This is an optimization exercise on Yosys and OpenROAD, whose aim is small area and few clock cycles, not a production implementation.
RTL that was checked went through simulation tests only; none was proved equivalent to the original.
No functional check of the RTL was part of runs 3 to 5.
Power is estimated from default activity; no workload was simulated.

==> design.v <==
`default_nettype none
package usb_tx_pkg;
  typedef logic [7:0] host_byte_t;
  typedef struct packed {
    logic [3:0] check;
    logic [3:0] pid_type;
  } pid_fields_t;
  typedef union packed {
    logic [7:0]  raw;
    pid_fields_t f;
  } pid_t;
  typedef struct packed {
    logic [7:0] data;
    logic       last;   
    logic       pid;    
  } buf_entry_t;
  typedef struct packed {
    logic drive;   
    logic dp;
    logic dm;
  } line_t;
endpackage
`default_nettype wire
`timescale 1ns/1ps
`default_nettype none
module host_write_port (
  input  logic                   clock,
  input  logic                   reset,
  input  logic                   req,
  input  usb_tx_pkg::host_byte_t wdata,
  output logic                   ack,
  output logic                   pid_error,
  output logic                   wr_en,
  input  logic                   wr_slot,
  input  logic                   full,
  output logic                   hdr_v,      
  output logic                   hdr_done,   
  input  logic                   hdr_take
);
  typedef enum logic [1:0] {PH_LEN, PH_PID, PH_DATA} phase_t;
  phase_t     phase;
  logic [5:0] rem;      
  logic       pid_ok;
  logic       pid_good;
  logic       last_in;
  logic       can;
  logic       accept;
  assign pid_good = (wdata[7:4] == ~wdata[3:0]);
  assign last_in  = (rem == 6'd1);
  assign hdr_done = !(phase == PH_DATA && pid_ok);
  always_comb begin
    case (phase)
      PH_LEN:  can = 1'b1;
      PH_PID:  can = !pid_good || ((!hdr_v || hdr_take) && wr_slot && !full);
      default: can = !pid_ok || (wr_slot && !full);
    endcase
  end
  assign accept = req && !ack && can;
  assign wr_en  = accept && ((phase == PH_DATA && pid_ok) || (phase == PH_PID && pid_good));
  always_ff @(posedge clock) begin
    if (reset) begin
      ack       <= 1'b0;
      pid_error <= 1'b0;
      phase     <= PH_LEN;
      rem       <= '0;
      pid_ok    <= 1'b0;
      hdr_v     <= 1'b0;
    end else begin
      pid_error <= 1'b0;
      if (hdr_take) hdr_v <= 1'b0;
      if (accept) begin
        ack <= 1'b1;
        rem <= rem - 6'd1;
        case (phase)
          PH_LEN: begin
            rem <= wdata[5:0];
            if (wdata[5:0] != '0) phase <= PH_PID;
          end
          PH_PID: begin
            pid_ok <= pid_good;
            if (pid_good) hdr_v <= 1'b1;
            if (last_in) begin
              phase     <= PH_LEN;
              pid_error <= !pid_good;
            end else begin
              phase <= PH_DATA;
            end
          end
          default: begin
            if (last_in) begin
              phase     <= PH_LEN;
              pid_error <= !pid_ok;
            end
          end
        endcase
      end else if (ack && !req) begin
        ack <= 1'b0;
      end
    end
  end
endmodule
`default_nettype wire
`timescale 1ns/1ps
`default_nettype none
module packet_buffer (
  input  logic       clock,
  input  logic       reset,
  input  logic       wr_en,
  input  logic [7:0] wdata,
  output logic       wr_slot,    
  output logic [4:0] wa,
  input  logic       rd_en,
  output logic       rd_slot,    
  output logic [4:0] ra,
  output logic [7:0] tap,
  output logic       full,
  output logic       empty
);
  localparam int K = 31;
  logic [K*8-1:0] ring;
  logic [4:0]     ph;    
  logic [4:0]     wa_n;
  logic [4:0]     ra_n;
  logic           lw;    
  assign wa_n = {wa[0], wa[4] ^ wa[2], wa[3] ^ wa[1], wa[2] ^ wa[0], wa[1] ^ wa[4] ^ wa[2]};
  assign ra_n = {ra[0], ra[4] ^ ra[2], ra[3] ^ ra[1], ra[2] ^ ra[0], ra[1] ^ ra[4] ^ ra[2]};
  assign tap     = ring[K*8-1 -: 8];
  assign wr_slot = (wa == ph);
  assign rd_slot = (ra == ph);
  assign empty   = (wa == ra) && !lw;
  assign full    = (wa == ra) && lw;
  always_ff @(posedge clock) begin
    ring <= {ring[K*8-9:0], wr_en ? wdata : tap};
  end
  always_ff @(posedge clock) begin
    if (reset) begin
      ph <= 5'd1;
      wa <= 5'd1;
      ra <= 5'd1;
      lw <= 1'b0;
    end else begin
      ph <= {ph[3:0], ph[4] ^ ph[2]};
      if (wr_en) wa <= wa_n;
      if (rd_en) ra <= ra_n;
      if (wr_en != rd_en) lw <= wr_en;
    end
  end
endmodule
`default_nettype wire
`timescale 1ns/1ps
`default_nettype none
module line_serializer (
  input  logic              clock,
  input  logic              reset,
  input  logic              hdr_v,
  input  logic              hdr_done,
  input  logic [4:0]        wa,
  input  logic [4:0]        ra,
  output logic              hdr_take,
  input  logic              rd_slot,
  input  logic              empty,
  input  logic              full,
  input  logic [7:0]        tap,
  output logic              rd_en,
  output usb_tx_pkg::line_t line,
  output logic              busy
);
  typedef enum logic [3:0] {
    S_IDLE = 4'd0,
    S_SYNC = 4'd1,
    S_PID  = 4'd2,
    S_DATA = 4'd3,
    S_CRCL = 4'd4,
    S_CRCH = 4'd5,
    S_EOP  = 4'd8,
    S_SE0  = 4'd9,
    S_JT   = 4'd10,
    S_REL  = 4'd11
  } state_t;
  state_t      state;
  logic [1:0]  cyc;
  logic [2:0]  ones;
  logic [2:0]  bit_idx;
  logic [7:0]  sh;
  logic [7:0]  nx;
  logic        nxv;
  logic        shv;       
  logic        lvl;
  logic        is_data;
  logic [15:0] crc;
  logic [4:0]  fin;       
  logic        fin_full;  
  logic tick, stuff, stream, in_crc, in_byte, cur, din;
  logic bitstep, bytedone, start, preload, sh_load;
  assign tick     = (cyc == 2'd3);
  assign stuff    = (ones == 3'd6);
  assign stream   = (state != S_IDLE) && !state[3];      
  assign in_crc   = state[2];
  assign in_byte  = (state == S_PID) || (state == S_DATA);
  assign cur      = (state == S_SYNC) ? (bit_idx == 3'd7) : in_crc ? ~crc[0] : sh[0];
  assign din      = in_crc ? crc[0] : sh[0];
  assign bitstep  = tick && stream && !stuff;
  assign bytedone = bitstep && (bit_idx == 3'd7);
  assign start    = (state == S_IDLE) && hdr_v && hdr_done;
  assign hdr_take = start;
  assign preload  = ((state == S_IDLE) || (state == S_SYNC)) && !shv && nxv;
  assign sh_load  = preload || (bytedone && in_byte && nxv);
  assign rd_en    = !nxv && rd_slot && ((state == S_IDLE) ? !empty : (ra != fin || fin_full));
  assign busy = (state != S_IDLE);
  assign line = {busy, busy && !(state == S_SE0 || state == S_JT) && lvl,
                 busy && !(state == S_SE0 || state == S_JT) && !lvl};
  always_ff @(posedge clock) begin
    if (rd_en) nx <= tap;
    if (sh_load) sh <= nx;
    else if (bitstep && in_byte) sh <= sh >> 1;
    if (start) crc <= 16'hFFFF;
    else if (bitstep && (state == S_DATA || in_crc))
      crc <= {1'b0, crc[15:1]} ^ ((crc[0] ^ din) ? 16'hA001 : 16'h0000);
    if (start) fin <= wa;
    if (start) fin_full <= full;
    else if (rd_en) fin_full <= 1'b0;
    if (start) ones <= '0;
    else if (tick && (state == S_EOP || stream)) ones <= (stuff || !cur) ? 3'd0 : ones + 3'd1;
    if (start) lvl <= 1'b1;
    else if (tick && (state == S_EOP || stream) && (stuff || (!cur && state != S_EOP))) lvl <= ~lvl;
    else if (tick && state == S_JT) lvl <= 1'b1;
    if (bytedone && state == S_SYNC) is_data <= (sh[1:0] == 2'b11);
  end
  always_ff @(posedge clock) begin
    if (reset) begin
      state   <= S_IDLE;
      nxv     <= 1'b0;
      shv     <= 1'b0;
      cyc     <= '0;
      bit_idx <= '0;
    end else begin
      cyc <= busy ? cyc + 2'd1 : 2'd0;
      if (rd_en) nxv <= 1'b1;
      else if (sh_load) nxv <= 1'b0;
      if (preload) shv <= 1'b1;
      else if (bytedone && state == S_SYNC) shv <= 1'b0;
      if (bitstep) bit_idx <= bit_idx + 3'd1;
      if (start) state <= S_SYNC;
      else if (tick) begin
        case (state)
          S_SYNC:  if (bytedone) state <= S_PID;
          S_PID, S_DATA:
            if (bytedone) state <= nxv ? S_DATA : is_data ? S_CRCL : S_EOP;
          S_CRCL:  if (bytedone) state <= S_CRCH;
          S_CRCH:  if (bytedone) state <= S_EOP;
          S_EOP:   if (!stuff) state <= S_SE0;
          S_SE0:   state <= S_JT;
          S_JT:    state <= S_REL;
          S_REL:   state <= S_IDLE;
          default: state <= S_IDLE;
        endcase
      end
    end
  end
endmodule
`default_nettype wire
`timescale 1ns/1ps
`default_nettype none
module usb_tx_top (
  input  logic                   clock,
  input  logic                   reset,
  input  logic                   req,
  input  usb_tx_pkg::host_byte_t wdata,
  output logic                   ack,
  output logic                   pid_error,
  output usb_tx_pkg::line_t      line,
  output logic                   busy
);
  logic       wr_en;
  logic       full;
  logic       empty;
  logic       wr_slot;
  logic       rd_slot;
  logic       rd_en;
  logic [7:0] tap;
  logic       hdr_v;
  logic       hdr_done;
  logic [4:0] wa;
  logic [4:0] ra;
  logic       hdr_take;
  host_write_port u_host_write_port (
    .clock     (clock),
    .reset     (reset),
    .req       (req),
    .wdata     (wdata),
    .ack       (ack),
    .pid_error (pid_error),
    .wr_en     (wr_en),
    .wr_slot   (wr_slot),
    .full      (full),
    .hdr_v     (hdr_v),
    .hdr_done  (hdr_done),
    .hdr_take  (hdr_take)
  );
  packet_buffer u_packet_buffer (
    .clock   (clock),
    .reset   (reset),
    .wr_en   (wr_en),
    .wdata   (wdata),
    .wr_slot (wr_slot),
    .wa      (wa),
    .rd_en   (rd_en),
    .rd_slot (rd_slot),
    .ra      (ra),
    .tap     (tap),
    .full    (full),
    .empty   (empty)
  );
  line_serializer u_line_serializer (
    .clock    (clock),
    .reset    (reset),
    .hdr_v    (hdr_v),
    .hdr_done (hdr_done),
    .wa       (wa),
    .ra       (ra),
    .hdr_take (hdr_take),
    .rd_slot  (rd_slot),
    .empty    (empty),
    .full     (full),
    .tap      (tap),
    .rd_en    (rd_en),
    .line     (line),
    .busy     (busy)
  );
endmodule
`default_nettype wire
==> run.sh <==
#!/bin/bash
# synth_recipe.tcl (not shown) runs the flow's synth.tcl, then flattens the netlist and writes it again
# the make line also repeats each setting of config.mk as NAME=value (left out here)
make -C /OpenROAD-flow-scripts/flow DESIGN_CONFIG=/design/flow/config.mk WORK_HOME=/design/flow/orfs CLKGATE_MAP_FILE= SYNTH_SCRIPT=/design/flow/synth_recipe.tcl finish
==> config.mk <==
export PLATFORM = sky130hd
export DESIGN_NAME = usb_tx_top
export DESIGN_NICKNAME = usb_tx_top
export VERILOG_FILES = /design/flow/design.v
export SDC_FILE = /design/flow/constraint.sdc
export NUM_CORES = 4
export LEC_CHECK = 0
export ABC_AREA = 1
export CAP_MARGIN = 20
export CORE_MARGIN = 2
export CORE_UTILIZATION = 40
export CTS_CLUSTER_DIAMETER = 80
export CTS_CLUSTER_SIZE = 30
export SLEW_MARGIN = 20
==> constraint.sdc <==
create_clock -name core_clock -period 10.0 [get_ports {clock}]
set_input_delay 2.0000 -clock core_clock [delete_from_list [all_inputs] [get_ports {clock}]]
set_output_delay 2.0000 -clock core_clock [all_outputs]
set_load 0.01 [all_outputs]
==> results of run 1 <==
kinds of logic after synthesis:
family | share of synthesized area, %
xor+xnor | 2.31
flops | 75.2
compound gates | 5.48
buf+inv | 3.69
simple gates | 12.4
fa+ha+maj | 0.963
through the flow:
step / power [W] / utilization [%]
global placement: 0.00158 / 42.3
finish: 0.00234 / 44.9
global route: 0.00245 / 44.9
detailed placement: 0.00159 / 42.3
floorplan: 0.00155 / -
CTS: 0.00237 / 44.9
routing by layer:
metal | vias to the layer above | track usage, % | routed length, um
met2 | 100 | 16.9 | 5540
met4 | 0 | 3.53 | 269
li1 | 2495 | - | -
met3 | 24 | 2.02 | 581
met5 | - | 0 | 0
met1 | 2250 | 17.0 | 6940
cells in the mapped netlist (all sizes together):
master / n
a211oi: 4
a21boi: 1
a21oi: 27
a31oi: 1
and3: 2
buf: 12
clkbuf: 3
clkinv: 1
dfxtp: 307
edfxtp: 23
ha: 7
inv: 62
nand2: 129
nand3: 30
nand4: 12
nor2: 67
nor3: 4
nor4: 2
o211ai: 4
o21a: 1
o21ai: 40
o22ai: 2
o311ai: 1
o31ai: 2
or2: 2
xnor2: 8
xor2: 16
state kept, by name (all words and copies together) (netlist names):
signal                       flops
u_line_serializer.shv            1
u_line_serializer.ones           3
u_line_serializer.lvl            1
u_packet_buffer.ring           248
u_host_write_port.pid_error      1
u_packet_buffer.ra               5
u_packet_buffer.lw               1
u_line_serializer.sh             8
u_line_serializer.is_data        1
u_line_serializer.state          4
u_line_serializer.cyc            2
u_host_write_port.ack            1
u_host_write_port.pid_ok         1
u_host_write_port.phase          2
u_packet_buffer.wa               5
u_line_serializer.bit_idx        3
u_packet_buffer.ph               5
u_host_write_port.hdr_v          1
u_line_serializer.fin            5
u_line_serializer.crc           16
u_host_write_port.rem            6
u_line_serializer.nxv            1
u_line_serializer.fin_full       1
u_line_serializer.nx             8
worst max-delay path by stage:
stage                                    start                    end  slack [ps]
floorplan                             wdata[3]  u_packet_buffer.wa[0]        6850
global placement                      wdata[5]  u_packet_buffer.wa[2]        6070
detailed placement                    wdata[5]  u_packet_buffer.wa[1]        6010
CTS                 u_line_serializer.state[1]                line[0]        5680
global route        u_line_serializer.state[1]                line[1]        5490
finish              u_line_serializer.state[1]                line[0]        5670
where the power goes:
| part | total [W] | internal [W] | leakage [nW] | switching, W |
|---|---|---|---|---|
| logic | 0.000141 | 0.0000524 | 1.17 | 0.0000883 |
| registers | 0.00142 | 0.00138 | 2.70 | 0.0000306 |
| clock network | 0.000786 | 0.000362 | 0.275 | 0.000424 |
critical path, cell delays in order (launching register included):
cell and delay [ps]:
dfxtp_1 440, inv_1 140, nand2_1 120, inv_1 50
o21ai_0 320, nand2_1 120, nor2_1 110, clkdlybuf4s50_1 540
area by class of cell:
type | instances | area (um^2) | share of cell area (%)
Timing Repair Buffer | 17 | 168 | 1.66
Inverter | 63 | 240 | 2.38
Multi-Input combinational cell | 362 | 1920 | 19.0
Clock buffer | 19 | 433 | 4.29
Tap cell | 285 | 357 | 3.53
Sequential cell | 330 | 6840 | 67.7
Clock inverter | 7 | 144 | 1.42
cell usage in the layout (no fill, tap or decap), drive strengths merged:
cell / n
nor3: 4
inv: 65
a21boi: 1
o21a: 1
xor2: 16
nand4: 12
o31ai: 2
o21ai: 40
ha: 7
bufinv: 1
o211ai: 4
nand3: 30
o22ai: 2
a211oi: 4
dfxtp: 307
xnor2: 8
clkdlybuf4s50: 16
edfxtp: 23
nand2: 129
clkinv: 4
a21oi: 27
nor2: 67
or2: 2
nor4: 2
clkbuf: 19
and3: 2
buf: 1
a31oi: 1
o311ai: 1
==> flow_summary.ini, run 1 <==
[outcome]
outcome = timing/DRC/antenna clean

[logic_synthesis]
syn_avg_cell_area_um2 = 11.8
syn-num-nets = 788
synth_top_area_share_pct = 67.6
synth_cells = 770
yosysUniqueCellTypes = 42
synth_warnings = 3
ys_ff_latch = 330
yosysSeqAreaShare_pct = 75.2
ys_top_cells_by_area = dfxtp_1 (68%), edfxtp_1 (7.6%), nand2_1 (5.2%), nor2_1 (2.5%), inv_1 (2.2%)
synth.largest_area_cell = dfxtp_1
syn_area_um2 = 9090

[global_routing]
grt_antenna_before_repair = 0
grt_pass1_vias = 4509
grt_use_total_pct = 11.4
grt-ovfl-total = 0
grt_max_degree = 32
grt_pass1_wl_mm = 22.2

[clock_tree]
max-clock-path-buffers = 3
cts.sink_count = 330
cts_resized = 0
numCtsBuffers = 17
cts_tree = done
cts_root_buf = clkbuf_16
cts-hold-fix-buffers = 0
clk_latency_ps = 510
cts_setup_buffers = 0
clkTransAtPathRegs_ps = 100
htreeDepth = 1

[final_layout]
nFillCells = 2013
syn_to_final_growth_pct = 11.1
drive_above_1_share_pct = 7.89
layout.nets = 809
n_antenna_cell = 0
final_cells = 1083
finalInstanceArea_um2 = 10100

[sta]
final_max_slew_viol_count = 0
fin_ws_ps = 5670
period_minus_slack_ps = 4330
finalSetupViolCount = 0
rsz0062_at_grt = no
max_slew_margin_pct = 50.1
hold_violations = 0
fin_setup_tns_ps = 0
clock.fmax_mhz = 231
finalCritPeriodShare_pct = 43.3
whs_ps = 321
fin_skew_ps = 35.5
tightestPinTransition_ps = 747

[placed_design]
dp_hpwl_mm = 8.70
dp.cells = 1057
gp_congestion = 0.842
place_area_um2 = 9520
dp_slack_ps = 6010
port_buffers = 16

[detailed_routing]
dr.pass1.iters = 4
wl_mm = 13.3
ant_nets = 0
initialDrtViolationCount = 319
wl_per_cell_um = 12.3
viasPerCell = 4.50
vias = 4869
drc = 0

[worst_setup_path]
cp.required_ps = 8000
critPathLaunchType = register
r2r_start = u_line_serializer.state[0]
cp_max_fo = 5
critPathCaptureType = output port
worstPathArrival_ps = 2330
worstReg2RegEnd = u_line_serializer.sh[7]
reg2reg_depth = 8
r2r_slack_ps = 7530
critical_path_class = register to output port

[min_path]
hold_depth = 0
min_path_type = register to register
min_to = u_packet_buffer.ring[28]
hp-start = u_packet_buffer.ring[20]

[power]
p_per_area_nw_per_um2 = 232
cellLeakagePower_nw = 4.15
peakVddDrop_uv = 149

[floorplanning]
die_w_um = 155
num_rows = 55
start_util_pct = 40.4
io_pins = 17
die_h_um = 155
die_area_um2 = 24000
core_area_um2 = 22500

[job]
drv_cap = 0
Testbench counts, summed over its fixed seeds: cycles 130,680.
==> run 2: changes to the inputs <==
--- a/config.mk
+++ b/config.mk
@@ -5,7 +5,6 @@
 export SDC_FILE = /design/flow/constraint.sdc
 export NUM_CORES = 4
 export LEC_CHECK = 0
-export ABC_AREA = 1
 export CAP_MARGIN = 20
 export CORE_MARGIN = 2
 export CORE_UTILIZATION = 40
==> flow_summary.ini, run 2 <==
[outcome]
outcome = timing/DRC/antenna clean

[sta]
clock.fmax_mhz = 225
hold_violations = 0
tightestPinTransition_ps = 939
finalSetupViolCount = 0
max_slew_margin_pct = 37.2
rsz0062_at_grt = no
finalCritPeriodShare_pct = 44.4
period_minus_slack_ps = 4440
fin_ws_ps = 5560
final_max_slew_viol_count = 0
fin_skew_ps = 13.8
fin_setup_tns_ps = 0

[clock_tree]
clkTransAtPathRegs_ps = 110
cts_resized = 0
numCtsBuffers = 15
max-clock-path-buffers = 3
cts-hold-fix-buffers = 0
cts_setup_buffers = 0
clk_latency_ps = 500
htreeDepth = 1
cts_root_buf = clkbuf_16
cts.sink_count = 330
cts_tree = done

[final_layout]
layout.nets = 714
final_cell_mix = dfxtp_1 (307), nand2_1 (52), nor2_1 (31)
largest_reg_flops = 248
largest_register = u_packet_buffer.ring
nFillCells = 2024
n_antenna_cell = 0
drive_above_1_share_pct = 5.14
top_regs = u_packet_buffer.ring (248), u_line_serializer.crc (16)
layout_commonest_cell = dfxtp_1
final_cells = 986
syn_to_final_growth_pct = 9.29

[worst_setup_path]
cp_max_fo = 17
cp.required_ps = 8000
reg2reg_depth = 5
r2r_slack_ps = 7120
worstReg2RegEnd = u_packet_buffer.ring[7]
worstPathArrival_ps = 2440
critPathLaunchType = register
crit_path_start = u_line_serializer.state[3]
critPathCaptureType = output port
r2r_start = u_line_serializer.state[1]
critical_path_class = register to output port
crit_end = line[1]

[floorplanning]
io_pins = 17
die_w_um = 155
num_rows = 55
start_util_pct = 40.4
core_area_um2 = 22400
die_h_um = 155
die_area_um2 = 23900

[logic_synthesis]
synth_commonest_cells = dfxtp_1 (307), nand2_1 (52), nor2_1 (31)
async_reset_ff_share_pct = 0
syn_avg_cell_area_um2 = 13.1
synth-edff-count = 23
syn_area_um2 = 9060
syn-num-nets = 712
yosysUniqueCellTypes = 54
synth.most_common_cell = dfxtp_1
synth_cells = 694
synth_top_area_share_pct = 67.8
ys_top_cells_by_area = dfxtp_1 (68%), edfxtp_1 (7.6%), nand2_1 (2.2%), xnor2_1 (1.9%), nand3_1 (1.5%)
yosysSeqAreaShare_pct = 75.4
synth_warnings = 3
synth.largest_area_cell = dfxtp_1
synth_ff_type = dfxtp_1
ys_ff_latch = 330

[placed_design]
dp_slack_ps = 5310
dp_hpwl_mm = 8.34
port_buffers = 16
gp_congestion = 0.823
dp.cells = 964

[detailed_routing]
vias = 4670
wl_per_cell_um = 13.6
drc = 0
ant_nets = 0
initialDrtViolationCount = 210
viasPerCell = 4.74
wl_mm = 13.4
dr.pass1.iters = 4

[global_routing]
grt_max_degree = 36
grt_pass1_vias = 4635
grt_pass1_wl_mm = 22.9
grt_antenna_before_repair = 0
grt-ovfl-total = 0
grt_use_total_pct = 11.6

[power]
p_per_area_nw_per_um2 = 232
peakVddDrop_uv = 144
cellLeakagePower_nw = 3.82

[job]
drv_cap = 0

[min_path]
min_path_type = register to register
==> run 2: changes by cell type after synthesis, moves of 11 or more <==
cell / previous run / this run
clkbuf_1: 3 / 27
nor2b_1: 0 / 11
nor2_1: 61 / 31
inv_1: 54 / 9
nand2_1: 125 / 52
nor3_1: 4 / 17
xnor2_1: 8 / 20
o21ai_0: 30 / 13
==> run 2: report_power, final <==
part | switching, W | leakage, nW | internal, W | total (W)
Sequential | 0.0000381 | 2.70 | 0.00138 | 0.00142
Combinational | 0.000109 | 0.905 | 0.0000802 | 0.000189
Clock | 0.000387 | 0.222 | 0.000312 | 0.000698
==> run 2: cell families (layout without fill, tap and decap cells) <==
| kind of cell | after synthesis | count (layout) | share of synthesized area [%] |
|---|---|---|---|
| buf+inv | 42 | 49 | 2.04 |
| flops | 330 | 330 | 75.4 |
| compound gates | 78 | 78 | 5.77 |
| xor+xnor | 36 | 36 | 3.48 |
| mux | 21 | 21 | 2.54 |
| fa+ha+maj | 7 | 7 | 0.966 |
| simple gates | 180 | 180 | 9.77 |
==> run 2: metrics by stage <==
stage          utilization [%]  hold slack [ps]  power [W]  instance area, um^2
6_report                  44.2              319    0.00230                 9910
4_1_cts                   44.1              328    0.00232                 9890
2_1_floorplan                -              310    0.00159                 9060
5_1_grt                   44.2              338    0.00241                 9910
3_5_place_dp              42.1              312    0.00163                 9440
3_3_place_gp              42.1              311    0.00162                 9440
==> run 2: how the worst min path moves through the flow <==
| stage | startpoint | slack [ps] | end | depth (start not counted) |
|---|---|---|---|---|
| global route | u_packet_buffer.ring[145] | 340 | u_packet_buffer.ring[153] | 0 |
| global placement | u_packet_buffer.ring[171] | 310 | u_packet_buffer.ring[179] | 0 |
| finish | u_packet_buffer.ring[23] | 320 | u_packet_buffer.ring[31] | 0 |
| CTS | u_packet_buffer.ring[69] | 330 | u_packet_buffer.ring[77] | 0 |
| detailed placement | u_packet_buffer.ring[108] | 310 | u_packet_buffer.ring[116] | 0 |
| floorplan | u_packet_buffer.ring[92] | 310 | u_packet_buffer.ring[100] | 0 |
==> run 2: final cells by class <==
type | instances | area (um^2) | share of cell area [%]
flip-flops and latches | 330 | 6840 | 69.0
multi-input cells | 322 | 2050 | 20.7
clock buffers | 17 | 383 | 3.87
well taps | 285 | 357 | 3.60
repair buffers | 17 | 168 | 1.69
clock inverters | 5 | 70.1 | 0.707
inverters | 10 | 37.5 | 0.379
==> run 2: worst max-delay path: stages, from the launching register on <==
cell and delay [ps]:
dfxtp_1 650, nor2b_1 340, nor3_1 80, a21oi_1 140, nor2_1 60, nor2b_1 130
clkdlybuf4s50_1 540
==> run 2: per-layer routing <==
| layer | track usage (%) | wire (um) |
|---|---|---|
| met2 | 18.2 | 5940 |
| met4 | 4.14 | 403 |
| met3 | 2.24 | 499 |
| met5 | 0 | 0 |
| met1 | 16.1 | 6560 |
==> run 3: changes to the inputs <==
--- a/design.v
+++ b/design.v
@@ -37,67 +37,42 @@
   output logic                   hdr_done,   
   input  logic                   hdr_take
 );
-  typedef enum logic [1:0] {PH_LEN, PH_PID, PH_DATA} phase_t;
+  typedef enum logic [1:0] {PH_LEN = 2'd0, PH_PID = 2'd1, PH_DATA = 2'd2} phase_t;
   phase_t     phase;
   logic [5:0] rem;      
   logic       pid_ok;
-  logic       pid_good;
+  logic       good;
   logic       last_in;
   logic       can;
   logic       accept;
-  assign pid_good = (wdata[7:4] == ~wdata[3:0]);
+  assign good     = (phase == PH_PID) ? (wdata[7:4] == ~wdata[3:0]) : pid_ok;
   assign last_in  = (rem == 6'd1);
   assign hdr_done = !(phase == PH_DATA && pid_ok);
-  always_comb begin
-    case (phase)
-      PH_LEN:  can = 1'b1;
-      PH_PID:  can = !pid_good || ((!hdr_v || hdr_take) && wr_slot && !full);
-      default: can = !pid_ok || (wr_slot && !full);
-    endcase
-  end
+  assign can    = (phase == PH_LEN) || !good ||
+                  (wr_slot && !full && (phase == PH_DATA || !hdr_v || hdr_take));
   assign accept = req && !ack && can;
-  assign wr_en  = accept && ((phase == PH_DATA && pid_ok) || (phase == PH_PID && pid_good));
+  assign wr_en  = accept && phase != PH_LEN && good;
   always_ff @(posedge clock) begin
     if (reset) begin
       ack       <= 1'b0;
       pid_error <= 1'b0;
       phase     <= PH_LEN;
-      rem       <= '0;
-      pid_ok    <= 1'b0;
       hdr_v     <= 1'b0;
     end else begin
-      pid_error <= 1'b0;
-      if (hdr_take) hdr_v <= 1'b0;
+      ack       <= accept || (ack && req);
+      pid_error <= accept && phase != PH_LEN && last_in && !good;
       if (accept) begin
-        ack <= 1'b1;
-        rem <= rem - 6'd1;
-        case (phase)
-          PH_LEN: begin
-            rem <= wdata[5:0];
-            if (wdata[5:0] != '0) phase <= PH_PID;
-          end
-          PH_PID: begin
-            pid_ok <= pid_good;
-            if (pid_good) hdr_v <= 1'b1;
-            if (last_in) begin
-              phase     <= PH_LEN;
-              pid_error <= !pid_good;
-            end else begin
-              phase <= PH_DATA;
-            end
-          end
-          default: begin
-            if (last_in) begin
-              phase     <= PH_LEN;
-              pid_error <= !pid_ok;
-            end
-          end
-        endcase
-      end else if (ack && !req) begin
-        ack <= 1'b0;
+        if (phase == PH_LEN) phase <= (wdata[5:0] != '0) ? PH_PID : PH_LEN;
+        else                 phase <= last_in ? PH_LEN : PH_DATA;
       end
+      if (wr_en && phase == PH_PID) hdr_v <= 1'b1;
+      else if (hdr_take) hdr_v <= 1'b0;
     end
   end
+  always_ff @(posedge clock) begin
+    if (accept) rem <= (phase == PH_LEN) ? wdata[5:0] : rem - 6'd1;
+    if (accept && phase == PH_PID) pid_ok <= good;
+  end
 endmodule
 `default_nettype wire
 `timescale 1ns/1ps
@@ -119,16 +94,12 @@
   localparam int K = 31;
   logic [K*8-1:0] ring;
   logic [4:0]     ph;    
-  logic [4:0]     wa_n;
-  logic [4:0]     ra_n;
   logic           lw;    
-  assign wa_n = {wa[0], wa[4] ^ wa[2], wa[3] ^ wa[1], wa[2] ^ wa[0], wa[1] ^ wa[4] ^ wa[2]};
-  assign ra_n = {ra[0], ra[4] ^ ra[2], ra[3] ^ ra[1], ra[2] ^ ra[0], ra[1] ^ ra[4] ^ ra[2]};
   assign tap     = ring[K*8-1 -: 8];
   assign wr_slot = (wa == ph);
   assign rd_slot = (ra == ph);
-  assign empty   = (wa == ra) && !lw;
   assign full    = (wa == ra) && lw;
+  assign empty   = (wa == ra) && !lw;
   always_ff @(posedge clock) begin
     ring <= {ring[K*8-9:0], wr_en ? wdata : tap};
   end
@@ -140,9 +111,9 @@
       lw <= 1'b0;
     end else begin
       ph <= {ph[3:0], ph[4] ^ ph[2]};
-      if (wr_en) wa <= wa_n;
-      if (rd_en) ra <= ra_n;
-      if (wr_en != rd_en) lw <= wr_en;
+      if (wr_en) wa <= {wa[0], wa[4] ^ wa[2], wa[3] ^ wa[1], wa[2] ^ wa[0], wa[1] ^ wa[4] ^ wa[2]};
+      if (rd_en) ra <= {ra[0], ra[4] ^ ra[2], ra[3] ^ ra[1], ra[2] ^ ra[0], ra[1] ^ ra[4] ^ ra[2]};
+      if (wr_en || rd_en) lw <= wr_en;
     end
   end
 endmodule
==> flow_summary.ini, run 3 <==
[sta]
max_slew_margin_pct = 37.9
tightestPinTransition_ps = 929
fin_setup_tns_ps = 0
whs_ps = 309
rsz0062_at_grt = no
hold_violations = 0
finalCritPeriodShare_pct = 44.5
period_minus_slack_ps = 4450
finalSetupViolCount = 0
fin_skew_ps = 20.4
clock.fmax_mhz = 225
final_max_slew_viol_count = 0

[detailed_routing]
vias = 4401
initialDrtViolationCount = 192
drc = 0
wl_mm = 12.6
wl_per_cell_um = 13.1
ant_nets = 0
dr.pass1.iters = 4
viasPerCell = 4.59

[logic_synthesis]
ys_top_cells_by_area = dfxtp_1 (67%), edfxtp_1 (10%), xor2_1 (2.2%), nor2_1 (2.1%), xnor2_1 (1.9%)
synth_ff_type = dfxtp_1
synth_cells = 663
yosysSeqAreaShare_pct = 77.1
syn-num-nets = 681
synth_commonest_cells = dfxtp_1 (300), nor2_1 (49), nand2_1 (42)
synth_warnings = 3
synth.most_common_cell = dfxtp_1
syn_avg_cell_area_um2 = 13.5
async_reset_ff_share_pct = 0
ys_ff_latch = 330
syn_area_um2 = 8960
synth.largest_area_cell = dfxtp_1
yosysUniqueCellTypes = 51
synth_top_area_share_pct = 67.0
synth-edff-count = 30

[power]
peakVddDrop_uv = 178
p_per_area_nw_per_um2 = 231
cellLeakagePower_nw = 3.93

[final_layout]
layout_commonest_cell = dfxtp_1
layout.nets = 689
syn_to_final_growth_pct = 10.1
largest_reg_flops = 248
largest_register = u_packet_buffer.ring
final_cell_mix = dfxtp_1 (300), nor2_1 (49), nand2_1 (42)
n_antenna_cell = 0
nFillCells = 1964
drive_above_1_share_pct = 6.48
top_regs = u_packet_buffer.ring (248), u_line_serializer.crc (16)

[clock_tree]
htreeDepth = 1
cts_setup_buffers = 0
cts_resized = 0
cts.sink_count = 330
numCtsBuffers = 16
clkTransAtPathRegs_ps = 100
cts-hold-fix-buffers = 0
cts_root_buf = clkbuf_16
clk_latency_ps = 500
max-clock-path-buffers = 3
cts_tree = done

[worst_setup_path]
slowest_stage = dfxtp_1
slowest_delay_ps = 600
cpMostUsedCell = nor2_1
cp_top_family = buffers and inverters
critPathCaptureType = output port
critical_path_class = register to output port
critPathLaunchType = register
cp_max_fo = 13
cp_num_buf_inv = 2
cp_cell_sequence = inv_1, nor2_1, nor3_1, a21oi_1, nor2_1, nor2b_1, clkdlybuf4s50_1
worstPathArrival_ps = 2450
cp.required_ps = 8000

[placed_design]
gp_congestion = 0.764
port_buffers = 16
dp_hpwl_mm = 8.07

[global_routing]
grt_pass1_wl_mm = 21.0
grt_max_degree = 32
grt_antenna_before_repair = 0
grt-ovfl-total = 0
grt_pass1_vias = 4228
grt_use_total_pct = 10.7

[outcome]
outcome = timing/DRC/antenna clean

[floorplanning]
core_area_um2 = 21900
die_w_um = 154
die_h_um = 154
start_util_pct = 40.9
num_rows = 54
io_pins = 17
die_area_um2 = 23600

[job]
drv_cap = 0

[min_path]
min_path_type = register to register
run 3: changes by cell type after synthesis, sizes merged, moves of 7 or more:
cell	previous run	this run
mux2i	5	14
clkbuf	27	20
nor2	31	49
a21oi	26	19
edfxtp	23	30
dfxtp	307	300
nand2	52	42
nand3	28	19
run 3: logic make-up after synthesis:
group / synth area share [%]
AO/OA/AOI/OAI: 3.77
XOR/XNOR: 4.01
adder cells (fa/ha/maj): 0.977
buffers and inverters: 2.00
flip-flops: 77.1
multiplexers: 3.57
AND/OR/NAND/NOR: 8.60
run 3: worst paths after layout:
check | startpoint | slack (ps) | cells past startpoint | endpoint
max | u_line_serializer.state[3] | 5550 | 7 | line[1]
min | u_packet_buffer.ring[137] | 310 | 0 | u_packet_buffer.ring[145]
max reg2reg | u_line_serializer.state[1] | 7450 | 6 | u_host_write_port.rem[1]
min reg2reg | u_packet_buffer.ring[137] | 310 | 0 | u_packet_buffer.ring[145]
run 3: layer usage:
layer	vias to the layer above	GRT usage [%]	part of all wire (%)
met5	-	0	0
met4	0	2.84	2.1
met3	22	1.92	4.2
met2	78	16.5	43
met1	2103	15.5	50
li1	2198	-	-
run 3: stage by stage:
stage / cell area [um^2] / utilization [%] / power, W / setup WS (ps) / std cells
floorplan: 8960 / - / 0.00155 / 6690 / 663
global placement: 9360 / 42.7 / 0.00157 / 5860 / 933
detailed placement: 9360 / 42.7 / 0.00158 / 5760 / 933
CTS: 9860 / 45.1 / 0.00231 / 5550 / 959
global route: 9860 / 45.1 / 0.00238 / 5320 / 959
finish: 9860 / 45.1 / 0.00228 / 5550 / 959
run 3: area by class of cell:
type                    count  area [um^2]  share of cell area (%)
multi-input cells         291         1880                    19.0
well taps                 280          350                    3.55
repair buffers             17          168                    1.70
inverters                  15         56.3                   0.571
clock inverters             5         87.6                   0.888
clock buffers              21          419                    4.25
flip-flops and latches    330         6910                    70.0
run 3: power by group:
part           internal [W]  switching [W]  total, W
Sequential          0.00139      0.0000344   0.00142
Clock              0.000316       0.000410  0.000727
Combinational     0.0000616      0.0000685  0.000130
Total               0.00177       0.000513   0.00228
==> run 4: changes to the inputs <==
==> flow/run.sh (new file) <==
#!/bin/bash
# The standard layout, with the port buffers made of the smallest buffer cell.
set -euo pipefail
export BUFFER_PORTS_ARGS="-buffer_cell sky130_fd_sc_hd__buf_1"
bash standard.sh > standard_flow.log 2>&1
==> standard.sh (new file) <==
#!/bin/bash
# synth_recipe.tcl (not shown) runs the flow's synth.tcl, then flattens the netlist and writes it again
# the make line also repeats each setting of config.mk as NAME=value (left out here)
make -C /OpenROAD-flow-scripts/flow DESIGN_CONFIG=/design/flow/config.mk WORK_HOME=/design/flow/orfs CLKGATE_MAP_FILE= SYNTH_SCRIPT=/design/flow/synth_recipe.tcl "${@:-finish}"
removed: run.sh
==> flow_summary.ini, run 4 <==
[global_routing]
grt_pass1_wl_mm = 21.4
grt_max_degree = 32
grt_use_total_pct = 10.9
grt_antenna_before_repair = 0
grt-ovfl-total = 0
grt_pass1_vias = 4377

[logic_synthesis]
syn_area_um2 = 8960
synth_compound_area_share_pct = 3.77
synth-edff-count = 30
yosysSeqAreaShare_pct = 77.1
syn-num-nets = 681
ys_top_cells_by_area = dfxtp_1 (67%), edfxtp_1 (10%), xor2_1 (2.2%), nor2_1 (2.1%), xnor2_1 (1.9%)
synth_commonest_cells = dfxtp_1 (300), nor2_1 (49), nand2_1 (42)
syn_avg_cell_area_um2 = 13.5
synthSimpleGateAreaFrac_pct = 8.60
synth_top_area_share_pct = 67.0
synth_cells = 663
muxShareOfSynthArea_pct = 3.57
synth_top_family_by_area = simple AND/OR/NAND/NOR gates
synth_ff_type = dfxtp_1
ys_ff_latch = 330
synth_warnings = 3
async_reset_ff_share_pct = 0
synth_xor_area_share_pct = 4.01
synth.most_common_cell = dfxtp_1
synthAdderAreaFrac_pct = 0.977
yosysUniqueCellTypes = 51
synth.largest_area_cell = dfxtp_1

[worst_setup_path]
cp_top_family = flip-flops
crit_path_start = u_line_serializer.state[3]
crit_end = line[1]
slowest_delay_ps = 610
cp_max_fo = 13
critPathCaptureType = output port
r2r_slack_ps = 7450
cp_cell_sequence = inv_1, nor2_1, nor3_1, a21oi_1, nor2_1, nor2b_1, buf_1
cp.required_ps = 8000
critPathLaunchType = register
worstSetupPathDepth = 7
reg2reg_depth = 6
worstPathArrival_ps = 2130
cpMostUsedCell = nor2_1
worstReg2RegEnd = u_host_write_port.rem[3]
slowest_stage = dfxtp_1
critical_path_class = register to output port
r2r_start = u_line_serializer.state[0]
cp_num_buf_inv = 2

[final_layout]
finalInstanceArea_um2 = 9780
top_regs = u_packet_buffer.ring (248), u_line_serializer.crc (16)
drive_above_1_share_pct = 6.77
n_antenna_cell = 0
final_cell_mix = dfxtp_1 (300), nor2_1 (49), nand2_1 (42)
layout.nets = 689
largest_register = u_packet_buffer.ring
layout_commonest_cell = dfxtp_1
largest_reg_flops = 248
syn_to_final_growth_pct = 9.15
nFillCells = 2003

[placed_design]
place_area_um2 = 9260
port_buffers = 16
dp_hpwl_mm = 8.22
gp_congestion = 0.757

[sta]
finalSetupViolCount = 0
final_max_slew_viol_count = 0
period_minus_slack_ps = 4130
hold_violations = 0
tightestPinTransition_ps = 909
rsz0062_at_grt = no
fin_skew_ps = 14.1
max_slew_margin_pct = 39.2
clock.fmax_mhz = 242
fin_setup_tns_ps = 0
finalCritPeriodShare_pct = 41.3

[floorplanning]
die_area_um2 = 23600
die_h_um = 154
num_rows = 54
core_area_um2 = 21900
io_pins = 17
start_util_pct = 40.9
die_w_um = 154

[detailed_routing]
viasPerCell = 4.58
vias = 4394
dr.pass1.iters = 4
drc = 0
initialDrtViolationCount = 148
wl_mm = 12.8
wl_per_cell_um = 13.4
ant_nets = 0

[clock_tree]
clk_latency_ps = 500
htreeDepth = 1
clkTransAtPathRegs_ps = 100
cts_setup_buffers = 0
cts_resized = 0
cts_tree = done
cts_root_buf = clkbuf_16
numCtsBuffers = 16
cts-hold-fix-buffers = 0
cts.sink_count = 330
max-clock-path-buffers = 3

[power]
peakVddDrop_uv = 199
cellLeakagePower_nw = 3.90
p_per_area_nw_per_um2 = 234

[outcome]
outcome = timing/DRC/antenna clean

[min_path]
min_path_type = register to register

[job]
drv_cap = 0
==> run 4: changes by cell type in the layout (fill, tap and decap cells not counted) <==
cell             previous run  this run
clkinv_16                   1         0
inv_6                       1         0
clkinv_8                    2         3
clkdlybuf4s50_1            16         0
buf_1                       0        16
inv_16                      0         1
clkbuf_1                    5         3
clkbuf_8                    0         2
==> run 4: stage by stage <==
stage               setup slack [ps]  utilization, %  hold slack [ps]  total power (W)  cells
detailed placement              6170            42.3              312          0.00158    933
CTS                             5880            44.7              325          0.00232    959
global route                    5660            44.7              323          0.00239    959
finish                          5870            44.7              322          0.00229    959
global placement                6250            42.3              310          0.00157    933
floorplan                       6690               -              310          0.00155    663
==> run 4: area by class of cell <==
class | instances | area (um^2) | share of cell area, %
multi-input cells | 291 | 1880 | 19.2
clock inverters | 5 | 85.1 | 0.870
well taps | 280 | 350 | 3.58
flip-flops and latches | 330 | 6910 | 70.6
repair buffers | 17 | 67.6 | 0.691
inverters | 15 | 56.3 | 0.576
clock buffers | 21 | 439 | 4.49
==> run 4: kinds of logic after synthesis <==
| group | after synthesis |
|---|---|
| and+or+nand+nor | 163 |
| buffers and inverters | 42 |
| AOI/OAI and AO/OA | 51 |
| muxes | 29 |
| adders and majority gates | 7 |
| DFF | 330 |
| xor gates and xnor gates | 41 |
==> run 4: per-layer routing <==
| layer | wire length (um) | vias up | track usage, % |
|---|---|---|---|
| met3 | 513 | 21 | 1.89 |
| met4 | 200 | 0 | 3.01 |
| li1 | - | 2198 | - |
| met1 | 6370 | 2108 | 15.1 |
| met2 | 5740 | 67 | 17.6 |
| met5 | 0 | - | 0 |
==> run 4: worst min-delay path by stage <==
stage	cells after the start	slack (ps)	start	to
after global routing	0	320	u_packet_buffer.ring[151]	u_packet_buffer.ring[159]
after global placement	0	310	u_packet_buffer.ring[132]	u_packet_buffer.ring[140]
after detailed placement	0	310	u_packet_buffer.ring[95]	u_packet_buffer.ring[103]
after CTS	0	330	u_packet_buffer.ring[122]	u_packet_buffer.ring[130]
final	0	320	u_packet_buffer.ring[122]	u_packet_buffer.ring[130]
after floorplan	0	310	u_packet_buffer.ring[92]	u_packet_buffer.ring[100]
==> run 4: power breakdown <==
part / switching (W) / internal, W
Sequential: 0.0000339 / 0.00139
Combinational: 0.0000683 / 0.0000586
Clock: 0.000411 / 0.000330
Total: 0.000514 / 0.00178
==> run 5: changes to the inputs <==
==> run.sh (new file) <==
#!/bin/bash
# synth_recipe.tcl (not shown) runs the flow's synth.tcl, then flattens the netlist and writes it again
# the make line also repeats each setting of config.mk as NAME=value (left out here)
make -C /OpenROAD-flow-scripts/flow DESIGN_CONFIG=/design/flow/config.mk WORK_HOME=/design/flow/orfs CLKGATE_MAP_FILE= SYNTH_SCRIPT=/design/flow/synth_recipe.tcl finish
--- a/config.mk
+++ b/config.mk
@@ -8,6 +8,7 @@
 export CAP_MARGIN = 20
 export CORE_MARGIN = 2
 export CORE_UTILIZATION = 40
-export CTS_CLUSTER_DIAMETER = 80
-export CTS_CLUSTER_SIZE = 30
+export CTS_BUF_LIST = sky130_fd_sc_hd__clkbuf_8
+export CTS_CLUSTER_DIAMETER = 60
+export CTS_CLUSTER_SIZE = 20
 export SLEW_MARGIN = 20
removed: flow/run.sh
removed: standard.sh
==> flow_summary.ini, run 5 <==
[outcome]
outcome = timing/DRC/antenna clean

[final_layout]
final_cell_mix = dfxtp_1 (300), nor2_1 (49), nand2_1 (42)
n_antenna_cell = 0
syn_to_final_growth_pct = 8.98
register_area_um2 = 6910
layout_commonest_cell = dfxtp_1
largest_register = u_packet_buffer.ring
multi_input_area_um2 = 1880
layout.nets = 695
largest_reg_flops = 248
final_cells = 966
nFillCells = 1977
drive_above_1_share_pct = 7.87
top_regs = u_packet_buffer.ring (248), u_line_serializer.crc (16)

[logic_synthesis]
synth-edff-count = 30
synth.most_common_cell = dfxtp_1
ys_top_cells_by_area = dfxtp_1 (67%), edfxtp_1 (10%), xor2_1 (2.2%), nor2_1 (2.1%), xnor2_1 (1.9%)
async_reset_ff_share_pct = 0
synth_cells = 663
synth_warnings = 3
syn_avg_cell_area_um2 = 13.5
syn_area_um2 = 8960
ys_ff_latch = 330
synth_commonest_cells = dfxtp_1 (300), nor2_1 (49), nand2_1 (42)
synth.largest_area_cell = dfxtp_1
yosysSeqAreaShare_pct = 77.1
yosysUniqueCellTypes = 51
syn-num-nets = 681
synth_top_area_share_pct = 67.0
synth_ff_type = dfxtp_1

[worst_setup_path]
worstPathArrival_ps = 2500
reg2reg_depth = 6
cp.required_ps = 8000
critical_path_class = register to output port
critPathLaunchType = register
critPathCaptureType = output port
worstReg2RegEnd = u_host_write_port.rem[4]
r2r_start = u_line_serializer.state[0]
cp_max_fo = 13
r2r_slack_ps = 7420

[power]
power_frac_seq_pct = 65.3
netSwitchingPower_w = 0.000496
p_int_w = 0.00168
peakVddDrop_uv = 164
clkPwrFrac_pct = 28.7
p_per_area_nw_per_um2 = 223
switching_share_pct = 22.8
cellLeakagePower_nw = 3.90
comb_power_share_pct = 6.0
p_total_w = 0.00218

[global_routing]
met1_usage_pct = 15.3
grt_use_met2_pct = 16.7
grt-ovfl-total = 0
grt_max_degree = 29
grt_antenna_before_repair = 0
grt_use_total_pct = 10.8
grt_pass1_vias = 4294
grt_most_used_layer = met2
use_met3_pct = 2.28
grt_pass1_wl_mm = 21.1

[clock_tree]
cts_root_buf = clkbuf_8
cts-hold-fix-buffers = 0
max-clock-path-buffers = 3
cts_resized = 0
numCtsBuffers = 22
cts.sink_count = 330
cts_tree = done
cts_setup_buffers = 0
clk_latency_ps = 550
clkTransAtPathRegs_ps = 110
htreeDepth = 1

[sta]
finalCritPeriodShare_pct = 45.0
max_slew_margin_pct = 37.8
fin_ws_ps = 5500
clock.fmax_mhz = 222
hold_violations = 0
fin_skew_ps = 18.6
tightestPinTransition_ps = 930
fin_setup_tns_ps = 0
period_minus_slack_ps = 4500
final_max_slew_viol_count = 0
finalSetupViolCount = 0
whs_ps = 320
rsz0062_at_grt = no

[placed_design]
dp_slack_ps = 5760
gp_congestion = 0.764
dp.cells = 933
dp_hpwl_mm = 8.07
port_buffers = 16

[floorplanning]
start_util_pct = 40.9
io_pins = 17
die_area_um2 = 23600
die_h_um = 154
core_area_um2 = 21900
die_w_um = 154
num_rows = 54

[detailed_routing]
initialDrtViolationCount = 158
viasPerCell = 4.57
drc = 0
vias = 4413
wl_mm = 12.6
ant_nets = 0
dr.pass1.iters = 4
wl_per_cell_um = 13.1

[min_path]
hold_depth = 0
min_path_type = register to register
min_to = u_packet_buffer.ring[230]
hp-start = u_packet_buffer.ring[222]

[job]
drv_cap = 0
run 5: cell types whose count changed in the layout (fill, tap and decap cells not counted), sizes merged:
cell | previous run | this run
inv | 17 | 20
clkbuf | 21 | 24
clkdlybuf4s50 | 0 | 16
buf | 17 | 1
clkinvlp | 0 | 1
run 5: worst max-delay path: stages, from the launching register on:
cell and delay (ps):
dfxtp_1 600, inv_1 210, nor2_1 190, nor3_1 70
a21oi_1 130, nor2_1 70, nor2b_1 140, clkdlybuf4s50_1 540
run 5: layer usage:
layer	share of wire [%]	wire, um
met1	49	6210
met2	43	5480
met3	5.0	635
met4	2.3	289
met5	0	0
run 5: logic make-up (layout without fill, tap and decap cells):
kind of cell	count (synthesis)	after routing	share of synthesized area (%)
simple gates	163	163	8.60
buf+inv	42	65	2.00
flops	330	330	77.1
mux	29	29	3.57
fa+ha+maj	7	7	0.977
xor+xnor	41	41	4.01
compound gates	51	51	3.77
run 5: how the worst max path moves through the flow:
stage	startpoint	to	slack, ps
CTS	u_line_serializer.state[3]	line[1]	5470
detailed placement	wdata[2]	u_packet_buffer.ring[1]	5760
global route	u_line_serializer.state[3]	line[1]	5250
global placement	wdata[6]	u_packet_buffer.ring[5]	5860
floorplan	wdata[6]	u_packet_buffer.ring[4]	6690
finish	u_line_serializer.state[3]	line[1]	5500
run 5: cell type report:
| class | instances | share of cell area (%) |
|---|---|---|
| Clock buffer | 24 | 3.38 |
| Sequential cell | 330 | 70.7 |
| Multi-Input combinational cell | 291 | 19.2 |
| Tap cell | 280 | 3.59 |
| Clock inverter | 9 | 0.807 |
| Inverter | 15 | 0.577 |
| Timing Repair Buffer | 17 | 1.72 |
run 5: stage by stage:
step | instance area, um^2 | util [%]
floorplan | 8960 | -
global placement | 9360 | 42.7
detailed placement | 9360 | 42.7
CTS | 9770 | 44.6
global route | 9770 | 44.6
finish | 9770 | 44.6
run 5: power by group through the flow:
stage,clock network (W),logic (W),registers [W]
after floorplan,0,0.000116,0.00143
after global placement,0,0.000124,0.00145
after detailed placement,0,0.000130,0.00145
after CTS,0.000654,0.000131,0.00142
after global routing,0.000706,0.000148,0.00143
final,0.000625,0.000130,0.00142
==> run 6: changes to the inputs <==
--- a/design.v
+++ b/design.v
@@ -35,7 +35,8 @@
   input  logic                   full,
   output logic                   hdr_v,      
   output logic                   hdr_done,   
-  input  logic                   hdr_take
+  input  logic                   hdr_take,
+  input  logic                   draining
 );
   typedef enum logic [1:0] {PH_LEN = 2'd0, PH_PID = 2'd1, PH_DATA = 2'd2} phase_t;
   phase_t     phase;
@@ -49,7 +50,7 @@
   assign last_in  = (rem == 6'd1);
   assign hdr_done = !(phase == PH_DATA && pid_ok);
   assign can    = (phase == PH_LEN) || !good ||
-                  (wr_slot && !full && (phase == PH_DATA || !hdr_v || hdr_take));
+                  (wr_slot && !full && (phase == PH_DATA || !(hdr_v || draining)));
   assign accept = req && !ack && can;
   assign wr_en  = accept && phase != PH_LEN && good;
   always_ff @(posedge clock) begin
@@ -125,12 +126,10 @@
   input  logic              reset,
   input  logic              hdr_v,
   input  logic              hdr_done,
-  input  logic [4:0]        wa,
-  input  logic [4:0]        ra,
   output logic              hdr_take,
+  output logic              draining,  
   input  logic              rd_slot,
   input  logic              empty,
-  input  logic              full,
   input  logic [7:0]        tap,
   output logic              rd_en,
   output usb_tx_pkg::line_t line,
@@ -159,8 +158,7 @@
   logic        lvl;
   logic        is_data;
   logic [15:0] crc;
-  logic [4:0]  fin;       
-  logic        fin_full;  
+  logic        drained;   
   logic tick, stuff, stream, in_crc, in_byte, cur, din;
   logic bitstep, bytedone, start, preload, sh_load;
   assign tick     = (cyc == 2'd3);
@@ -176,7 +174,8 @@
   assign hdr_take = start;
   assign preload  = ((state == S_IDLE) || (state == S_SYNC)) && !shv && nxv;
   assign sh_load  = preload || (bytedone && in_byte && nxv);
-  assign rd_en    = !nxv && rd_slot && ((state == S_IDLE) ? !empty : (ra != fin || fin_full));
+  assign rd_en    = !nxv && rd_slot && !empty && !(busy && drained);
+  assign draining = busy && !drained;
   assign busy = (state != S_IDLE);
   assign line = {busy, busy && !(state == S_SE0 || state == S_JT) && lvl,
                  busy && !(state == S_SE0 || state == S_JT) && !lvl};
@@ -187,9 +186,6 @@
     if (start) crc <= 16'hFFFF;
     else if (bitstep && (state == S_DATA || in_crc))
       crc <= {1'b0, crc[15:1]} ^ ((crc[0] ^ din) ? 16'hA001 : 16'h0000);
-    if (start) fin <= wa;
-    if (start) fin_full <= full;
-    else if (rd_en) fin_full <= 1'b0;
     if (start) ones <= '0;
     else if (tick && (state == S_EOP || stream)) ones <= (stuff || !cur) ? 3'd0 : ones + 3'd1;
     if (start) lvl <= 1'b1;
@@ -204,12 +200,14 @@
       shv     <= 1'b0;
       cyc     <= '0;
       bit_idx <= '0;
+      drained <= 1'b0;
     end else begin
       cyc <= busy ? cyc + 2'd1 : 2'd0;
+      drained <= busy && (drained || empty);
       if (rd_en) nxv <= 1'b1;
       else if (sh_load) nxv <= 1'b0;
-      if (preload) shv <= 1'b1;
-      else if (bytedone && state == S_SYNC) shv <= 1'b0;
+      if (bytedone && state == S_SYNC) shv <= 1'b0;
+      else if (preload) shv <= 1'b1;
       if (bitstep) bit_idx <= bit_idx + 3'd1;
       if (start) state <= S_SYNC;
       else if (tick) begin
@@ -254,6 +252,7 @@
   logic [4:0] wa;
   logic [4:0] ra;
   logic       hdr_take;
+  logic       draining;
   host_write_port u_host_write_port (
     .clock     (clock),
     .reset     (reset),
@@ -266,7 +265,8 @@
     .full      (full),
     .hdr_v     (hdr_v),
     .hdr_done  (hdr_done),
-    .hdr_take  (hdr_take)
+    .hdr_take  (hdr_take),
+    .draining  (draining)
   );
   packet_buffer u_packet_buffer (
     .clock   (clock),
@@ -287,12 +287,10 @@
     .reset    (reset),
     .hdr_v    (hdr_v),
     .hdr_done (hdr_done),
-    .wa       (wa),
-    .ra       (ra),
     .hdr_take (hdr_take),
+    .draining (draining),
     .rd_slot  (rd_slot),
     .empty    (empty),
-    .full     (full),
     .tap      (tap),
     .rd_en    (rd_en),
     .line     (line),
==> flow/run.sh (new file) <==
#!/bin/bash
# The standard layout, with the port buffers made of the smallest buffer cell.
set -euo pipefail
export BUFFER_PORTS_ARGS="-buffer_cell sky130_fd_sc_hd__buf_1"
bash standard.sh > standard_flow.log 2>&1
==> standard.sh (new file) <==
#!/bin/bash
# synth_recipe.tcl (not shown) runs the flow's synth.tcl, then flattens the netlist and writes it again
# the make line also repeats each setting of config.mk as NAME=value (left out here)
make -C /OpenROAD-flow-scripts/flow DESIGN_CONFIG=/design/flow/config.mk WORK_HOME=/design/flow/orfs CLKGATE_MAP_FILE= SYNTH_SCRIPT=/design/flow/synth_recipe.tcl "${@:-finish}"
--- a/config.mk
+++ b/config.mk
@@ -8,7 +8,7 @@
 export CAP_MARGIN = 20
 export CORE_MARGIN = 2
 export CORE_UTILIZATION = 40
-export CTS_BUF_LIST = sky130_fd_sc_hd__clkbuf_8
-export CTS_CLUSTER_DIAMETER = 60
-export CTS_CLUSTER_SIZE = 20
+export CTS_BUF_LIST = sky130_fd_sc_hd__clkbuf_4
+export CTS_CLUSTER_DIAMETER = 50
+export CTS_CLUSTER_SIZE = 12
 export SLEW_MARGIN = 20
removed: run.sh
==> flow_summary.ini, run 6 <==
[outcome]
outcome = timing/DRC/antenna clean

[sta]
rsz0062_at_grt = no
fin_setup_tns_ps = 0
finalCritPeriodShare_pct = 41.9
hold_violations = 0
clock.fmax_mhz = 239
final_max_slew_viol_count = 0
tightestPinTransition_ps = 847
fin_skew_ps = 38.1
finalSetupViolCount = 0
max_slew_margin_pct = 43.4
period_minus_slack_ps = 4190

[worst_setup_path]
cp_num_buf_inv = 1
slowest_stage = dfxtp_1
critPathCaptureType = output port
cp_max_fo = 18
slowest_delay_ps = 760
cp.required_ps = 8000
worstSetupPathDepth = 6
cpMostUsedCell = nor2b_1
worstPathArrival_ps = 2190
critical_path_class = register to output port
critPathLaunchType = register
reg2reg_depth = 8
cp_top_family = flip-flops
cp_cell_sequence = nor2b_1, nor3_1, a21oi_1, nor2_1, nor2b_1, buf_1

[global_routing]
grt_pass1_wl_mm = 21.6
grt-ovfl-total = 0
grt_antenna_before_repair = 0
grt_max_degree = 34
grt_use_total_pct = 11.3
grt_pass1_vias = 4428

[clock_tree]
cts-hold-fix-buffers = 0
clk_latency_ps = 630
numCtsBuffers = 34
max-clock-path-buffers = 3
cts_tree = done
cts.sink_count = 325
htreeDepth = 2
clkTransAtPathRegs_ps = 120
cts_resized = 0
cts_root_buf = clkbuf_4
cts_setup_buffers = 0

[floorplanning]
core_area_um2 = 21700
io_pins = 17
start_util_pct = 40.5
die_w_um = 152
num_rows = 54
die_h_um = 152
die_area_um2 = 23200

[placed_design]
dp_hpwl_mm = 7.98
dp.cells = 914
gp_congestion = 0.810
port_buffers = 16

[min_path]
hold_depth = 0
min_path_type = register to register

[logic_synthesis]
async_reset_ff_share_pct = 0
synth_ff_type = dfxtp_1
syn_area_um2 = 8790
yosysSeqAreaShare_pct = 76.7
synth.most_common_cell = dfxtp_1
ys_top_cells_by_area = dfxtp_1 (69%), edfxtp_1 (8.2%), mux2i_1 (2.5%), xor2_1 (2.1%), mux2_2 (2.0%)
synth_top_area_share_pct = 68.5
synth-edff-count = 24
yosysUniqueCellTypes = 59
synth_commonest_cells = dfxtp_1 (301), nand2_1 (43), nor2_1 (43)
synth.largest_area_cell = dfxtp_1
ys_ff_latch = 325
synth_warnings = 3
syn-num-nets = 656
syn_avg_cell_area_um2 = 13.8
synth_cells = 638

[detailed_routing]
initialDrtViolationCount = 158
wl_mm = 12.6
viasPerCell = 4.54
drc = 0
ant_nets = 0
wl_per_cell_um = 13.1
dr.pass1.iters = 4
vias = 4368

[final_layout]
register_area_um2 = 6750
layout.nets = 689
final_cell_mix = dfxtp_1 (301), nor2_1 (43), nand2_1 (43)
syn_to_final_growth_pct = 8.34
multi_input_area_um2 = 1910
layout_commonest_cell = dfxtp_1
drive_above_1_share_pct = 11.7
largest_reg_flops = 248
largest_register = u_packet_buffer.ring
n_antenna_cell = 0
top_regs = u_packet_buffer.ring (248), u_line_serializer.crc (16)
final_cells = 963
nFillCells = 1923

[job]
drv_cap = 0

[power]
p_per_area_nw_per_um2 = 224
cellLeakagePower_nw = 3.93
peakVddDrop_uv = 118
## run 6: layer usage
metal / vias up / part of all wire (%) / track usage (%)
li1: 2184 / - / -
met1: 2067 / 49 / 15.5
met2: 88 / 44 / 17.3
met3: 29 / 4.6 / 3.10
met4: 0 / 2.2 / 4.36
met5: - / 0 / 0
## run 6: through the flow
stage	util (%)	instance area (um^2)	hold slack [ps]	total power, W	setup WS [ps]
after detailed placement	42.1	9120	312	0.00154	5350
final	43.9	9530	316	0.00213	5810
after global placement	42.1	9120	310	0.00153	5450
after floorplan	-	8790	310	0.00151	6080
after CTS	43.9	9520	315	0.00217	5750
after global routing	43.9	9530	320	0.00224	5570
## run 6: final cells by class
cell class                 instances  area share [%]
tap                              280            3.68
inverter                          10           0.394
clock buffer                      40            3.15
multi-input combinational        281            20.1
timing repair buffer              19           0.867
clock inverter                     8            1.04
sequential                       325            70.8
## run 6: final timing paths
kind | from | slack [ps] | end
hold / removal | u_packet_buffer.ring[138] | 320 | u_packet_buffer.ring[146]
setup reg to reg | u_line_serializer.state[2] | 6890 | u_host_write_port.pid_ok
setup / recovery | u_line_serializer.state[3] | 5810 | line[1]
hold reg to reg | u_packet_buffer.ring[138] | 320 | u_packet_buffer.ring[146]
## run 6: worst reg2reg max path: stages, from the launching register on
cell and delay [ps]:
dfxtp_1 550, or3_4 490, nor2_8 140, inv_2 100
a21oi_2 170, o2111ai_2 210, o22ai_1 340, nor2b_1 650
nor2b_1 230
## run 6: cells by family after synthesis
logic type      count (synthesis)  share of synthesized area (%)
buf+inv                        32                           1.55
simple gates                  149                           8.28
flops                         325                           76.7
fa+ha+maj                       7                          0.996
xor+xnor                       36                           3.59
mux                            39                           4.68
compound gates                 50                           4.18
## run 6: power by group
| part | switching, W | total [W] | internal (W) | leakage (nW) |
|---|---|---|---|---|
| Sequential | 0.0000283 | 0.00139 | 0.00136 | 2.65 |
| Clock | 0.000378 | 0.000622 | 0.000244 | 0.230 |
| Combinational | 0.0000678 | 0.000122 | 0.0000544 | 1.05 |
| Total | 0.000474 | 0.00213 | 0.00166 | 3.93 |
Testbench counts of run 6, summed over its fixed seeds: cycles 131,526.
==> run 7: changes to the inputs <==
--- a/config.mk
+++ b/config.mk
@@ -8,7 +8,7 @@
 export CAP_MARGIN = 20
 export CORE_MARGIN = 2
 export CORE_UTILIZATION = 40
-export CTS_BUF_LIST = sky130_fd_sc_hd__clkbuf_4
-export CTS_CLUSTER_DIAMETER = 50
-export CTS_CLUSTER_SIZE = 12
+export CTS_BUF_LIST = sky130_fd_sc_hd__clkbuf_8
+export CTS_CLUSTER_DIAMETER = 60
+export CTS_CLUSTER_SIZE = 20
 export SLEW_MARGIN = 20
==> flow_summary.ini, run 7 <==
[clock_tree]
clk_latency_ps = 550
clkTransAtPathRegs_ps = 110
numCtsBuffers = 22
htreeDepth = 1
cts_root_buf = clkbuf_8
cts.sink_count = 325
cts-hold-fix-buffers = 0
cts_setup_buffers = 0
cts_resized = 0
cts_tree = done
max-clock-path-buffers = 3

[outcome]
outcome = timing/DRC/antenna clean

[logic_synthesis]
synthAdderAreaFrac_pct = 0.996
synth_cells = 638
syn_avg_cell_area_um2 = 13.8
synth_warnings = 3
synthSimpleGateAreaFrac_pct = 8.28
synth.largest_area_cell = dfxtp_1
yosysUniqueCellTypes = 59
synth_top_family_by_area = simple AND/OR/NAND/NOR gates
synth_commonest_cells = dfxtp_1 (301), nand2_1 (43), nor2_1 (43)
async_reset_ff_share_pct = 0
synth.most_common_cell = dfxtp_1
ys_ff_latch = 325
synth-edff-count = 24
ys_top_cells_by_area = dfxtp_1 (69%), edfxtp_1 (8.2%), mux2i_1 (2.5%), xor2_1 (2.1%), mux2_2 (2.0%)
synth_ff_type = dfxtp_1
muxShareOfSynthArea_pct = 4.68
syn-num-nets = 656
synth_top_area_share_pct = 68.5
yosysSeqAreaShare_pct = 76.7
syn_area_um2 = 8790
synth_xor_area_share_pct = 3.59
synth_compound_area_share_pct = 4.18

[power]
peakVddDrop_uv = 137
p_per_area_nw_per_um2 = 225
cellLeakagePower_nw = 3.93
comb_power_share_pct = 5.7
p_int_w = 0.00166
clkPwrFrac_pct = 29.7
switching_share_pct = 22.7
power_frac_seq_pct = 64.7
netSwitchingPower_w = 0.000487

[sta]
fin_skew_ps = 32.5
period_minus_slack_ps = 4110
tightestPinTransition_ps = 841
final_max_slew_viol_count = 0
finalSetupViolCount = 0
rsz0062_at_grt = no
fin_setup_tns_ps = 0
clock.fmax_mhz = 243
max_slew_margin_pct = 43.8
hold_violations = 0
finalCritPeriodShare_pct = 41.1

[final_layout]
fin_util_pct = 44.0
n_antenna_cell = 0
layout_commonest_cell = dfxtp_1
multi_input_area_um2 = 1910
register_area_um2 = 6750
largest_register = u_packet_buffer.ring
finalInstanceArea_um2 = 9550
syn_to_final_growth_pct = 8.58
top_regs = u_packet_buffer.ring (248), u_line_serializer.crc (16)
final_cell_mix = dfxtp_1 (301), nor2_1 (43), nand2_1 (43)
largest_reg_flops = 248
layout.nets = 677
drive_above_1_share_pct = 8.98
nFillCells = 1911
final_cells = 948

[worst_setup_path]
critPathCaptureType = output port
slowest_stage = dfxtp_1
slowest_delay_ps = 760
cp.required_ps = 8000
cpMostUsedCell = nor2b_1
worstPathArrival_ps = 2110
cp_max_fo = 18
critPathLaunchType = register
r2r_slack_ps = 6940
cp_num_buf_inv = 1
cp_top_family = flip-flops
critical_path_class = register to output port
cp_cell_sequence = nor2b_1, nor3_1, a21oi_1, nor2_1, nor2b_1, buf_1

[placed_design]
gp_congestion = 0.810
dp_hpwl_mm = 7.98
dp.cells = 914
port_buffers = 16
place_area_um2 = 9120

[min_path]
min_path_type = register to register

[global_routing]
grt-ovfl-total = 0
grt_pass1_vias = 4346
grt_max_degree = 34
grt_antenna_before_repair = 0
grt_pass1_wl_mm = 21.1
grt_use_total_pct = 10.9

[detailed_routing]
vias = 4311
viasPerCell = 4.55
drc = 0
initialDrtViolationCount = 160
wl_per_cell_um = 13.0
dr.pass1.iters = 4
ant_nets = 0
wl_mm = 12.3

[floorplanning]
die_h_um = 152
core_area_um2 = 21700
die_w_um = 152
start_util_pct = 40.5
io_pins = 17
die_area_um2 = 23200
num_rows = 54

[job]
drv_cap = 0
==> run 7: cell counts after synthesis <==
No cell type changed its count.
==> run 7: cell type report <==
cell class                 instances  area share [%]
clock inverter                    11            1.23
sequential                       325            70.7
tap                              280            3.67
clock buffer                      22            3.17
timing repair buffer              19           0.865
multi-input combinational        281            20.0
inverter                          10           0.393
==> run 7: kinds of logic after synthesis <==
family	count (synthesis)
buffers and inverters	32
adder cells (fa/ha/maj)	7
flip-flops	325
XOR/XNOR	36
AND/OR/NAND/NOR	149
multiplexers	39
AO/OA/AOI/OAI	50
==> run 7: power by group through the flow <==
stage | Combinational (W) | Sequential, W | Clock, W
CTS | 0.000123 | 0.00139 | 0.000667
floorplan | 0.000103 | 0.00141 | 0
global route | 0.000138 | 0.00140 | 0.000714
detailed placement | 0.000122 | 0.00142 | 0
finish | 0.000122 | 0.00139 | 0.000637
global placement | 0.000116 | 0.00142 | 0
==> run 7: stage by stage <==
stage                     power [W]  worst slack, ps  hold WS, ps
after floorplan             0.00151             6080          310
after global placement      0.00153             5450          310
after detailed placement    0.00154             5350          312
after CTS                   0.00218             5840          311
after global routing        0.00225             5680          308
final                       0.00215             5890          313
==> run 7: per-layer routing <==
metal / GRT usage [%] / vias up / part of all wire (%)
met4: 3.83 / 0 / 2.2
li1: - / 2148 / -
met1: 15.3 / 2059 / 50
met5: 0 / - / 0
met3: 2.08 / 27 / 4.0
met2: 17.1 / 77 / 43
==> run 7: final timing paths <==
| path | startpoint | end | cells after the start |
|---|---|---|---|
| worst max-delay path | u_line_serializer.state[3] | line[1] | 6 |
| worst min-delay path | u_packet_buffer.ring[106] | u_packet_buffer.ring[114] | 0 |
| worst max register to register | u_line_serializer.state[2] | u_host_write_port.pid_ok | 8 |
| worst min register to register | u_packet_buffer.ring[106] | u_packet_buffer.ring[114] | 0 |

static timing again, ports no longer ideal:
In the flow no input, the clock included, has a driving cell. The finished layouts below were timed again as built, in two steps. Step 1: set_driving_cell puts a clkbuf_16 on clock and a buf_2 on each other input, an assumption about the parent block. Step 2 also shifts input and output timing later by t, the mid clock arrival at the registers, as if the neighbouring blocks saw the same clock. a / b / c = ideal ports / drivers / drivers and shift; a / b = the first two.
run | t, ns | setup WS [ns] | worst slew at a driven data input, ns
run 1 | 0.533 | 5.666 / 5.622 / 6.050 | 0.04
run 2 | 0.532 | 5.563 / 5.521 / 5.274 | 0.06
run 3 | 0.534 | 5.549 / 5.508 / 5.731 | 0.07
run 4 | 0.534 | 5.873 / 5.831 / 6.124 | 0.08
run 5 | 0.572 | 5.498 / 5.461 / 5.727 | 0.07
run 6 | 0.645 | 5.811 / 5.778 / 5.597 | 0.06
run 7 | 0.566 | 5.886 / 5.852 / 5.618 | 0.06
After both steps every run listed still meets setup and hold. For run 2, which loses most, drivers alone change the setup slack by -0.042 ns; drivers and shift together by -0.289 ns.
